What follows belongs to an exercise in optimizing a design on an open flow for small area, a short achievable clock period and few clock cycles; a production flow would make more cautious choices.
The RTL was checked by simulation tests, not by an equivalence proof against the original design.
Power is estimated from default activity; no workload was simulated.

File: run.sh
#!/bin/bash
# synth_recipe.tcl (not shown) runs the flow's synth.tcl, then flattens the netlist and writes it again
# the make line also repeats each setting of config.mk as NAME=value (left out here)
make -C /OpenROAD-flow-scripts/flow DESIGN_CONFIG=/design/flow/config.mk WORK_HOME=/design/flow/orfs CLKGATE_MAP_FILE= SYNTH_SCRIPT=/design/flow/synth_recipe.tcl finish
File: config.mk
export PLATFORM = sky130hd
export DESIGN_NAME = cpu_top
export DESIGN_NICKNAME = cpu_top
export VERILOG_FILES = /design/flow/design.v
export SDC_FILE = /design/flow/constraint.sdc
export NUM_CORES = 4
export LEC_CHECK = 0
export CAP_MARGIN = 20
export CORE_MARGIN = 2
export CORE_UTILIZATION = 40
export SLEW_MARGIN = 20
File: constraint.sdc
create_clock -name core_clock -period 10.0 [get_ports {clk}]
set_input_delay 2.0000 -clock core_clock [delete_from_list [all_inputs] [get_ports {clk}]]
set_output_delay 2.0000 -clock core_clock [all_outputs]
set_load 0.01 [all_outputs]
File: design.v
package cpu_pkg;
	typedef logic [7:0] word_t;	 
	typedef logic [7:0] addr_t;	 
	typedef enum logic [7:0] {
		op_nop = 8'h00,
		op_ldx = 8'h01, op_lix = 8'h02, op_stx = 8'h03,	 
		op_ldy = 8'h09, op_liy = 8'h0a, op_sty = 8'h0b,	 
		op_ldz = 8'h11, op_liz = 8'h12, op_stz = 8'h13,	 
		op_inz = 8'h15, op_dez = 8'h16, op_clz = 8'h17,	 
		op_lda = 8'h19, op_lia = 8'h1a, op_sta = 8'h1b,	 
		op_cla = 8'h1c,					 
		op_adx = 8'h21, op_ady = 8'h22, op_adz = 8'h23,	 
		op_add = 8'h24, op_adi = 8'h25,			 
		op_sux = 8'h26, op_suy = 8'h27, op_suz = 8'h28,	 
		op_sub = 8'h29, op_sui = 8'h2a,			 
		op_lsl = 8'h36, op_lsr = 8'h37,			 
		op_rol = 8'h38, op_ror = 8'h39,			 
		op_jmp = 8'h41, op_jzs = 8'h42, op_jzc = 8'h43,	 
		op_jcs = 8'h44, op_jcc = 8'h45,
		op_jsr = 8'h46, op_rsr = 8'h47,			 
		op_txa = 8'h51, op_tax = 8'h52,			 
		op_tya = 8'h53, op_tay = 8'h54,
		op_tza = 8'h55, op_taz = 8'h56,
		op_cmp = 8'h61, op_cmi = 8'h62,			 
		op_cpx = 8'h63, op_cpy = 8'h64, op_cpz = 8'h65,
		op_clc = 8'h66,
		op_clo = 8'h81, op_otx = 8'h82, op_oty = 8'h83,	 
		op_otz = 8'h84, op_ota = 8'h85,
		op_hlt = 8'hff
	} opcode_e;
	typedef enum logic [2:0] {
		st_idle,	 
		st_decode,	 
		st_data_wait,	 
		st_update,	 
		st_halted	 
	} exec_state_e;
	typedef enum logic [1:0] {
		req_load,
		req_exec,
		req_fetch
	} req_id_e;
endpackage
`timescale 1ns/1ps
module program_memory #(
	parameter int MEM_DEPTH = 256
) (
	input  logic            clk,
	input  logic            we,
	input  cpu_pkg::addr_t  addr,
	input  cpu_pkg::word_t  wdata,
	output cpu_pkg::word_t  rdata
);
	cpu_pkg::word_t mem [0:MEM_DEPTH-1];	 
	always_ff @(posedge clk) begin
		if (we) begin
			mem[addr] <= wdata;	 
		end
		rdata <= mem[addr];	 
	end
endmodule
`timescale 1ns/1ps
module mem_arbiter (
	input  logic            clk,
	input  logic            rst,
	input  logic            load_req,
	input  cpu_pkg::addr_t  load_addr,
	input  cpu_pkg::word_t  load_data,
	input  logic            exec_req,
	input  logic            exec_we,
	input  cpu_pkg::addr_t  exec_addr,
	input  cpu_pkg::word_t  exec_wdata,
	input  logic            fetch_req,
	input  cpu_pkg::addr_t  fetch_addr,
	output logic            mem_we,
	output cpu_pkg::addr_t  mem_addr,
	output cpu_pkg::word_t  mem_wdata,
	input  cpu_pkg::word_t  mem_rdata,
	output logic            exec_gnt,
	output logic            fetch_gnt,
	output logic            exec_rvalid,
	output logic            fetch_rvalid,
	output cpu_pkg::word_t  rdata
);
	cpu_pkg::req_id_e sel;		 
	logic    sel_read;	 
	cpu_pkg::req_id_e owner_q;	 
	logic    pend_q;	 
	always_comb begin
		if (load_req) begin
			sel = cpu_pkg::req_load;	 
		end else if (exec_req) begin
			sel = cpu_pkg::req_exec;
		end else begin
			sel = cpu_pkg::req_fetch;	 
		end
	end
	always_comb begin
		case (sel)
			cpu_pkg::req_load: begin
				mem_we    = 1'b1;	 
				mem_addr  = load_addr;
				mem_wdata = load_data;
			end
			cpu_pkg::req_exec: begin
				mem_we    = exec_we;
				mem_addr  = exec_addr;
				mem_wdata = exec_wdata;
			end
			default: begin
				mem_we    = 1'b0;	 
				mem_addr  = fetch_addr;
				mem_wdata = exec_wdata;
			end
		endcase
	end
	assign exec_gnt  = (sel == cpu_pkg::req_exec);
	assign fetch_gnt = (sel == cpu_pkg::req_fetch) && fetch_req;
	assign sel_read  = fetch_gnt || (exec_gnt && !exec_we);
	always_ff @(posedge clk) begin
		if (rst) begin
			pend_q  <= 1'b0;
			owner_q <= cpu_pkg::req_fetch;
		end else begin
			pend_q  <= sel_read;
			owner_q <= sel;	 
		end
	end
	assign exec_rvalid  = pend_q && (owner_q == cpu_pkg::req_exec);
	assign fetch_rvalid = pend_q && (owner_q == cpu_pkg::req_fetch);
	assign rdata        = mem_rdata;	 
endmodule
`timescale 1ns/1ps
module fetch_unit (
	input  logic              clk,
	input  logic              rst,
	input  logic              run,
	output logic              req,
	output cpu_pkg::addr_t    addr,
	input  logic              gnt,
	input  logic              rvalid,
	input  cpu_pkg::word_t    rdata,
	output logic              instr_valid,
	output cpu_pkg::opcode_e  opcode,
	output cpu_pkg::word_t    operand,
	input  logic              done,
	input  logic              redirect,
	input  logic              call,
	input  logic              ret,
	input  cpu_pkg::addr_t    target
);
	typedef enum logic [2:0] {
		fs_stop,	 
		fs_op,		 
		fs_op_wait,
		fs_arg,		 
		fs_arg_wait,
		fs_busy		 
	} fetch_state_e;
	fetch_state_e state_q;
	cpu_pkg::addr_t        pc_q;
	cpu_pkg::addr_t        ret_addr_q;	 
	logic         instr_valid_q;
	cpu_pkg::opcode_e      opcode_q;
	cpu_pkg::word_t        operand_q;
	function automatic logic two_byte(cpu_pkg::opcode_e op);
		case (op)
			cpu_pkg::op_ldx, cpu_pkg::op_lix, cpu_pkg::op_stx, cpu_pkg::op_ldy, cpu_pkg::op_liy, cpu_pkg::op_sty,
			cpu_pkg::op_ldz, cpu_pkg::op_liz, cpu_pkg::op_stz, cpu_pkg::op_lda, cpu_pkg::op_lia, cpu_pkg::op_sta,
			cpu_pkg::op_add, cpu_pkg::op_adi, cpu_pkg::op_sub, cpu_pkg::op_sui, cpu_pkg::op_cmp, cpu_pkg::op_cmi,
			cpu_pkg::op_jmp, cpu_pkg::op_jzs, cpu_pkg::op_jzc, cpu_pkg::op_jcs, cpu_pkg::op_jcc, cpu_pkg::op_jsr: two_byte = 1'b1;
			default: two_byte = 1'b0;
		endcase
	endfunction
	assign req         = (state_q == fs_op) || (state_q == fs_arg);
	assign addr        = pc_q;
	assign instr_valid = instr_valid_q;
	assign opcode      = opcode_q;
	assign operand     = operand_q;
	always_ff @(posedge clk) begin
		if (rst) begin
			state_q       <= fs_stop;
			pc_q          <= '0;
			ret_addr_q    <= '0;
			instr_valid_q <= 1'b0;
		end else begin
			instr_valid_q <= 1'b0;
			case (state_q)
				fs_stop: begin
					if (run) begin
						state_q <= fs_op;
					end
				end
				fs_op, fs_arg: begin
					if (gnt) begin
						pc_q    <= pc_q + 8'd1;	 
						state_q <= (state_q == fs_op) ? fs_op_wait : fs_arg_wait;
					end
				end
				fs_op_wait: begin
					if (rvalid && two_byte(cpu_pkg::opcode_e'(rdata))) begin
						state_q <= fs_arg;
					end else if (rvalid) begin
						instr_valid_q <= 1'b1;
						state_q       <= fs_busy;
					end
				end
				fs_arg_wait: begin
					if (rvalid) begin
						instr_valid_q <= 1'b1;
						state_q       <= fs_busy;
					end
				end
				fs_busy: begin
					if (done) begin
						if (ret) begin
							pc_q <= ret_addr_q;
						end else if (redirect) begin
							pc_q <= target;	 
						end
						if (call) begin
							ret_addr_q <= pc_q;	 
						end
						state_q <= run ? fs_op : fs_stop;
					end
				end
				default: state_q <= fs_stop;
			endcase
		end
	end
	always_ff @(posedge clk) begin
		if (state_q == fs_op_wait && rvalid) begin
			opcode_q  <= cpu_pkg::opcode_e'(rdata);
			operand_q <= '0;	 
		end
		if (state_q == fs_arg_wait && rvalid) begin
			operand_q <= rdata;
		end
	end
endmodule
`timescale 1ns/1ps
module exec_unit (
	input  logic              clk,
	input  logic              rst,
	input  logic              instr_valid,
	input  cpu_pkg::opcode_e  opcode,
	input  cpu_pkg::word_t    operand,
	output logic              done,
	output logic              redirect,
	output logic              call,
	output logic              ret,
	output cpu_pkg::addr_t    target,
	output logic              req,
	output logic              we,
	output cpu_pkg::addr_t    addr,
	output cpu_pkg::word_t    wdata,
	input  logic              gnt,
	input  logic              rvalid,
	input  cpu_pkg::word_t    rdata,
	output cpu_pkg::word_t    port_out,
	output logic              port_strobe,
	output logic              halted
);
	localparam int CF = 1;	 
	localparam int ZF = 0;	 
	cpu_pkg::exec_state_e state_q;
	cpu_pkg::opcode_e     op_q;
	cpu_pkg::word_t       arg_q;
	cpu_pkg::word_t       mem_q;	 
	cpu_pkg::word_t       x_q, y_q, z_q, acc_q;
	logic [1:0]  flags_q;
	logic        req_q, done_q, strobe_q;
	cpu_pkg::word_t       port_q;
	logic        mem_op, store_op, take;
	cpu_pkg::word_t       src;	 
	cpu_pkg::word_t       alu_res;
	logic        alu_c;
	logic [8:0]  sum9, diff9;
	always_comb begin
		mem_op   = 1'b0;
		store_op = 1'b0;
		case (op_q)
			cpu_pkg::op_ldx, cpu_pkg::op_ldy, cpu_pkg::op_ldz, cpu_pkg::op_lda, cpu_pkg::op_add, cpu_pkg::op_sub, cpu_pkg::op_cmp: mem_op = 1'b1;
			cpu_pkg::op_stx, cpu_pkg::op_sty, cpu_pkg::op_stz, cpu_pkg::op_sta: begin
				mem_op   = 1'b1;
				store_op = 1'b1;
			end
			default: ;
		endcase
	end
	always_comb begin
		case (op_q)
			cpu_pkg::op_adx, cpu_pkg::op_sux, cpu_pkg::op_cpx, cpu_pkg::op_txa, cpu_pkg::op_otx, cpu_pkg::op_stx: src = x_q;
			cpu_pkg::op_ady, cpu_pkg::op_suy, cpu_pkg::op_cpy, cpu_pkg::op_tya, cpu_pkg::op_oty, cpu_pkg::op_sty: src = y_q;
			cpu_pkg::op_adz, cpu_pkg::op_suz, cpu_pkg::op_cpz, cpu_pkg::op_tza, cpu_pkg::op_otz, cpu_pkg::op_stz: src = z_q;
			cpu_pkg::op_tax, cpu_pkg::op_tay, cpu_pkg::op_taz, cpu_pkg::op_ota, cpu_pkg::op_sta: src = acc_q;
			cpu_pkg::op_ldx, cpu_pkg::op_ldy, cpu_pkg::op_ldz, cpu_pkg::op_lda, cpu_pkg::op_add, cpu_pkg::op_sub, cpu_pkg::op_cmp: src = mem_q;
			default: src = arg_q;	 
		endcase
	end
	assign sum9  = {1'b0, acc_q} + {1'b0, src};
	assign diff9 = {1'b0, acc_q} - {1'b0, src};	 
	always_comb begin
		{alu_c, alu_res} = sum9;
		case (op_q)
			cpu_pkg::op_sux, cpu_pkg::op_suy, cpu_pkg::op_suz, cpu_pkg::op_sub, cpu_pkg::op_sui: {alu_c, alu_res} = diff9;
			cpu_pkg::op_lsl: {alu_c, alu_res} = {acc_q, 1'b0};
			cpu_pkg::op_rol: {alu_c, alu_res} = {acc_q, flags_q[CF]};
			cpu_pkg::op_lsr: {alu_res, alu_c} = {1'b0, acc_q};
			cpu_pkg::op_ror: {alu_res, alu_c} = {flags_q[CF], acc_q};
			default: ;
		endcase
	end
	always_comb begin
		case (op_q)
			cpu_pkg::op_jmp, cpu_pkg::op_jsr: take = 1'b1;
			cpu_pkg::op_jzs: take = flags_q[ZF];
			cpu_pkg::op_jzc: take = !flags_q[ZF];
			cpu_pkg::op_jcs: take = flags_q[CF];
			cpu_pkg::op_jcc: take = !flags_q[CF];
			default: take = 1'b0;
		endcase
	end
	assign req         = req_q;
	assign we          = store_op;
	assign addr        = arg_q;	 
	assign wdata       = src;
	assign done        = done_q;
	assign redirect    = done_q && take;
	assign call        = done_q && (op_q == cpu_pkg::op_jsr);
	assign ret         = done_q && (op_q == cpu_pkg::op_rsr);
	assign target      = arg_q;
	assign port_out    = port_q;
	assign port_strobe = strobe_q;
	assign halted      = (state_q == cpu_pkg::st_halted);
	always_ff @(posedge clk) begin
		if (rst) begin
			state_q  <= cpu_pkg::st_idle;
			req_q    <= 1'b0;
			done_q   <= 1'b0;
			strobe_q <= 1'b0;
			port_q   <= '0;
			flags_q  <= '0;
			x_q      <= '0;
			y_q      <= '0;
			z_q      <= '0;
			acc_q    <= '0;
		end else begin
			done_q   <= 1'b0;
			strobe_q <= 1'b0;
			case (state_q)
				cpu_pkg::st_idle: begin
					if (instr_valid) begin
						state_q <= cpu_pkg::st_decode;
					end
				end
				cpu_pkg::st_decode: begin
					if (op_q == cpu_pkg::op_hlt) begin
						state_q <= cpu_pkg::st_halted;	 
					end else if (mem_op) begin
						req_q   <= 1'b1;
						state_q <= cpu_pkg::st_data_wait;
					end else begin
						state_q <= cpu_pkg::st_update;
					end
				end
				cpu_pkg::st_data_wait: begin
					if (gnt) begin
						req_q <= 1'b0;
					end
					if ((gnt && store_op) || rvalid) begin
						state_q <= cpu_pkg::st_update;	 
					end
				end
				cpu_pkg::st_update: begin
					done_q  <= 1'b1;
					state_q <= cpu_pkg::st_idle;
					case (op_q)
						cpu_pkg::op_ldx, cpu_pkg::op_lix, cpu_pkg::op_tax: x_q <= src;
						cpu_pkg::op_ldy, cpu_pkg::op_liy, cpu_pkg::op_tay: y_q <= src;
						cpu_pkg::op_ldz, cpu_pkg::op_liz, cpu_pkg::op_taz: z_q <= src;
						cpu_pkg::op_inz: z_q <= z_q + 8'd1;
						cpu_pkg::op_dez: z_q <= z_q - 8'd1;
						cpu_pkg::op_clz: z_q <= '0;
						cpu_pkg::op_lda, cpu_pkg::op_lia, cpu_pkg::op_txa, cpu_pkg::op_tya, cpu_pkg::op_tza: acc_q <= src;
						cpu_pkg::op_cla: begin
							acc_q   <= '0;
							flags_q <= '0;
						end
						cpu_pkg::op_adx, cpu_pkg::op_ady, cpu_pkg::op_adz, cpu_pkg::op_add, cpu_pkg::op_adi,
						cpu_pkg::op_sux, cpu_pkg::op_suy, cpu_pkg::op_suz, cpu_pkg::op_sub, cpu_pkg::op_sui,
						cpu_pkg::op_lsl, cpu_pkg::op_lsr, cpu_pkg::op_rol, cpu_pkg::op_ror: begin
							acc_q       <= alu_res;
							flags_q[CF] <= alu_c;
							flags_q[ZF] <= (alu_res == '0);
						end
						cpu_pkg::op_cmp, cpu_pkg::op_cmi, cpu_pkg::op_cpx, cpu_pkg::op_cpy, cpu_pkg::op_cpz: begin
							flags_q[CF] <= (src >= acc_q);	 
							flags_q[ZF] <= (src == acc_q);
						end
						cpu_pkg::op_clc: flags_q[CF] <= 1'b0;
						cpu_pkg::op_clo: begin
							port_q   <= '0;
							strobe_q <= 1'b1;
						end
						cpu_pkg::op_otx, cpu_pkg::op_oty, cpu_pkg::op_otz, cpu_pkg::op_ota: begin
							port_q   <= src;
							strobe_q <= 1'b1;
						end
						default: ;	 
					endcase
				end
				cpu_pkg::st_halted: ;	 
				default: state_q <= cpu_pkg::st_idle;
			endcase
		end
	end
	always_ff @(posedge clk) begin
		if (state_q == cpu_pkg::st_idle && instr_valid) begin
			op_q  <= opcode;
			arg_q <= operand;
		end
		if (rvalid) begin
			mem_q <= rdata;
		end
	end
endmodule
`timescale 1ns/1ps
module cpu_top #(
	parameter int MEM_DEPTH = 256
) (
	input  logic            clk,
	input  logic            rst,
	input  logic            run,
	input  logic            load_we,
	input  cpu_pkg::addr_t  load_addr,
	input  cpu_pkg::word_t  load_data,
	output cpu_pkg::word_t  port_out,
	output logic            port_strobe,
	output logic            halted
);
	logic    fetch_req, fetch_gnt, fetch_rvalid;
	cpu_pkg::addr_t   fetch_addr;
	logic    exec_req, exec_we, exec_gnt, exec_rvalid;
	cpu_pkg::addr_t   exec_addr;
	cpu_pkg::word_t   exec_wdata;
	logic    mem_we;
	cpu_pkg::addr_t   mem_addr;
	cpu_pkg::word_t   mem_wdata, mem_rdata;
	cpu_pkg::word_t   rdata;	 
	logic    instr_valid, done, redirect, call, ret;
	cpu_pkg::opcode_e opcode;
	cpu_pkg::word_t   operand;
	cpu_pkg::addr_t   target;
	program_memory #(
		.MEM_DEPTH(MEM_DEPTH)
	) i_mem (
		.clk(clk), .we(mem_we), .addr(mem_addr), .wdata(mem_wdata), .rdata(mem_rdata)
	);
	mem_arbiter i_arb (
		.clk(clk), .rst(rst),
		.load_req(load_we), .load_addr(load_addr), .load_data(load_data),
		.exec_req(exec_req), .exec_we(exec_we), .exec_addr(exec_addr),
		.exec_wdata(exec_wdata),
		.fetch_req(fetch_req), .fetch_addr(fetch_addr),
		.mem_we(mem_we), .mem_addr(mem_addr), .mem_wdata(mem_wdata), .mem_rdata(mem_rdata),
		.exec_gnt(exec_gnt), .fetch_gnt(fetch_gnt),
		.exec_rvalid(exec_rvalid), .fetch_rvalid(fetch_rvalid), .rdata(rdata)
	);
	fetch_unit i_fetch (
		.clk(clk), .rst(rst), .run(run),
		.req(fetch_req), .addr(fetch_addr), .gnt(fetch_gnt), .rvalid(fetch_rvalid),
		.rdata(rdata),
		.instr_valid(instr_valid), .opcode(opcode), .operand(operand),
		.done(done), .redirect(redirect), .call(call), .ret(ret), .target(target)
	);
	exec_unit i_exec (
		.clk(clk), .rst(rst),
		.instr_valid(instr_valid), .opcode(opcode), .operand(operand),
		.done(done), .redirect(redirect), .call(call), .ret(ret), .target(target),
		.req(exec_req), .we(exec_we), .addr(exec_addr), .wdata(exec_wdata),
		.gnt(exec_gnt), .rvalid(exec_rvalid), .rdata(rdata),
		.port_out(port_out), .port_strobe(port_strobe), .halted(halted)
	);
endmodule
==> summary.txt <==
cell usage after synthesis (all sizes together) (7+ instances only):
| master | count |
|---|---|
| a211oi | 16 |
| a21o | 13 |
| a21oi | 87 |
| a221o | 7 |
| a222oi | 7 |
| a22o | 14 |
| a22oi | 65 |
| a311oi | 9 |
| a31oi | 28 |
| a32oi | 33 |
| a41oi | 23 |
| and2 | 9 |
| and3 | 27 |
| buf | 226 |
| clkbuf | 194 |
| dfxtp | 79 |
| edfxtp | 2088 |
| ha | 25 |
| inv | 28 |
| mux2 | 12 |
| mux2i | 109 |
| mux4 | 137 |
| nand2 | 1524 |
| nand2b | 7 |
| nand3 | 954 |
| nand3b | 15 |
| nand4 | 71 |
| nor2 | 361 |
| nor2b | 18 |
| nor3 | 47 |
| nor3b | 11 |
| nor4 | 23 |
| o21a | 12 |
| o21ai | 89 |
| o21bai | 8 |
| o22ai | 10 |
| or3 | 9 |
| xnor2 | 7 |
through the flow:
step           setup slack (ps)  hold slack [ps]  utilization, %  instance area [um2]  power (mW)
5_1_grt                    3500              422            44.7                98000        19.4
3_3_place_gp               3010              403            41.7                91300        11.4
4_1_cts                    3890              408            44.7                98000        19.0
2_1_floorplan              -294              400               -                87900        11.0
6_report                   3860              417            44.7                98000        18.9
3_5_place_dp               2980              405            41.7                91300        11.4
power groups by stage:
| stage | logic [mW] | registers, mW | clock network [mW] |
|---|---|---|---|
| global placement | 1.17 | 10.2 | 0 |
| finish | 1.19 | 10.0 | 7.68 |
| detailed placement | 1.19 | 10.2 | 0 |
| CTS | 1.19 | 10.0 | 7.77 |
| global route | 1.27 | 10.0 | 8.12 |
| floorplan | 0.713 | 10.2 | 0 |
per-layer routing:
layer / share of wire (%) / routed length, um
met3: 8.7 / 21400
met5: 0.022 / 53
met1: 41 / 102000
met4: 3.2 / 7850
met2: 47 / 115000
registers in the layout (all words and copies together) (netlist names), 2 cells and up:
name and cells:
i_exec.x_q 8, i_exec.arg_q 8, i_arb.owner_q 2, i_mem.mem 2048, i_mem.rdata 8, i_exec.op_q 8, i_fetch.operand_q 8, i_exec.y_q 8
i_fetch.state_q 3, i_exec.z_q 8, i_exec.state_q 3, i_exec.port_q 8, i_fetch.ret_addr_q 8, i_exec.flags_q 2, i_fetch.pc_q 8, i_exec.mem_q 8
i_exec.acc_q 8, i_fetch.opcode_q 8
placed cells by master (no fill, tap or decap), types with 27 or more instances in the layout:
master           count
mux2i_1            109
clkinv_1            58
nand3_1            954
nor3_1              47
clkdlybuf4s50_1     27
dfxtp_1             79
buf_4               76
a22oi_1             65
a31oi_1             28
a32oi_1             33
mux4_2             137
nand4_1             71
clkbuf_16          217
and3_1              27
o21ai_0             69
nor2_1             353
edfxtp_1          2088
nand2_1           1508
buf_12              27
a21oi_1             87
clkbuf_1            60
path summary, 6_finish.rpt:
kind,startpoint,end,slack (ps),depth (start not counted)
hold / removal,i_fetch.opcode_q[3]$_DFFE_PP_,i_exec.op_q[3]$_DFFE_PP_,420,0
hold reg to reg,i_fetch.opcode_q[3]$_DFFE_PP_,i_exec.op_q[3]$_DFFE_PP_,420,0
setup / recovery,load_we,i_mem.rdata[0]$_DFF_P_,3860,10
setup reg to reg,i_exec.op_q[1]$_DFFE_PP_,i_exec.acc_q[5]$_SDFFE_PP0P_,3870,17
worst max-delay path, cell delays in order:
cell	delay, ps
buf_2	510
o21a_4	650
buf_4	530
buf_12	380
mux4_2	590
mux4_2	520
a211o_1	320
a311oi_1	730
and2_1	360
o211ai_1	120
logic make-up after synthesis:
family                   Yosys count  share of synthesized area [%]
buffers and inverters            449                           2.22
AO/OA/AOI/OAI                    481                           3.82
flip-flops                      2167                           73.1
multiplexers                     258                           4.91
adder cells (fa/ha/maj)           28                          0.424
XOR/XNOR                          13                          0.130
AND/OR/NAND/NOR                 3099                           15.4
layout make-up:
| class | count | share of cell area (%) |
|---|---|---|
| flip-flops and latches | 2167 | 65.6 |
| multi-input cells | 3879 | 22.4 |
| clock buffers | 283 | 5.85 |
| well taps | 2871 | 3.67 |
| repair buffers | 136 | 1.52 |
| clock inverters | 114 | 0.910 |
| inverters | 29 | 0.111 |
| diodes | 3 | 0.00766 |
==> results.cfg <==
[global_routing]
grt_overflow = 0
grtUsageTotal_pct = 21.7
grt_start_max_net_pins = 223
met3_usage_pct = 3.88
grt_pass1_wl_um = 362000
globalRouteMet2Util_pct = 34.0
grt_use_met1_pct = 30.8
grt_antenna_before_repair = 8
grt_pass1_vias = 52226
busiest_layer = met2

[clocking]
clock_latency_ps = 860
numCtsBuffers = 215
postCtsSetupRepairBufs = 0
clockBufferDepth = 3
clk_pin_slew_ps = 60
cts-hold-fix-buffers = 0
htreeDepth = 4
cts-resized-gates = 0
cts-root-buf = clkbuf_16
cts_tree = built
clock-sinks = 2167

[job]
cap_violations = 0

[timing]
worst_pin_slew_ps = 1280
period_needed_ps = 6140
rsz0062_at_grt = no
finalHoldViolCount = 0
drv_slew = 0
skew_ps = 43.3
max_slew_margin_pct = 14.8
finalSetupViolations = 0
min_period_over_period_pct = 61.4
fin_setup_tns_ps = 0
fmax_ghz = 0.163

[cells_and_area]
nets = 6476
layout-drive-gt1-share_pct = 9.05
final_cells = 9482
n_fill_cell = 19396
area_delta_synth_final_pct = 11.5
area.sequential_um2 = 64300
multiInputGateArea_um2 = 21900

[setup_path]
end_kind = register
required_ps = 10690
cp-start-kind = primary input
worstPathMaxFanout = 59
worst-endpoint-arrival_ps = 6830
setup.worst_path.class = primary input to register

[synth]
synthDistinctLibCells = 74
yosys_register_bits = 2167
yosysWarnings = 4
synth-main-ff-cell = edfxtp_1
synth_area_um2 = 87900
yosysTopAreaCellShare_pct = 71.4
syn_avg_cell_area_um2 = 13.5
synthTopCellsByArea = edfxtp_1 (71%), nand2_1 (6.5%), nand3_1 (5.4%)
syn_nets = 6543
yosysTopAreaCell = edfxtp_1
synth_cells = 6495
ys_seq_area_share_pct = 73.1
ys_async_sr_fraction_pct = 0
synth_edf_count = 2088

[power_and_ir_drop]
power_frac_comb_pct = 6.3
pwr-share-seq_pct = 53.0
p_int_mw = 14.5
sw_frac_of_total_pct = 23.0
p_switching_mw = 4.34
powerDensity_nw_per_um2 = 193
irDropWorstVdd_uv = 168
p_leak_nw = 32.4
clkPwrFrac_pct = 40.7

[floorplanning]
initial_core_util_pct = 40.1
io_pins = 30
die_h_um = 473
rows = 172
core_area_um2 = 219000
fp.dieW_um = 473
dieArea_um2 = 223000

[placement]
place_inst = 9080
dpl.hpwl_um = 139000
io_buffers = 29
gp_congestion = 0.842

[route]
route.vias.total = 54825
drt_wl_total_um = 246000
drc = 0
first_iter_violations = 6125
dr.pass1.iters = 8
antenna_left = 0
routedWlPerCell_um = 26.0
avgViaCountPerCell = 5.78

[run_status]
status = complete, no violations

[worst_hold_path]
hold_path.class = register to register
Testbench counts, summed over its fixed seeds: cycles 202,171.

[afterwards: timing with drivers on the ports]
The flow's constraints put no driver on any port. The routed layout listed below was extracted and timed again, unchanged, in two steps.
Step 1: set_driving_cell puts a clkbuf_16 on clk and a buf_2 on each other input, an assumption about the parent block.
Step 2, shift: input delay + t, output delay - t, t = (earliest + latest rising clock arrival at the registers) / 2. This alone moves slack from input paths to output paths.
a / b / c = ideal ports / drivers / drivers and shift; a / b = the first two.
t (ns): 0.926
slack for setup (ns): 3.859 / 3.868 / 2.992
hold slack, ns: 0.417 / 0.417 / 0.417
After both steps this run still meets setup and hold. For this run, drivers alone change the setup slack by +0.009 ns; drivers and shift together by -0.867 ns.
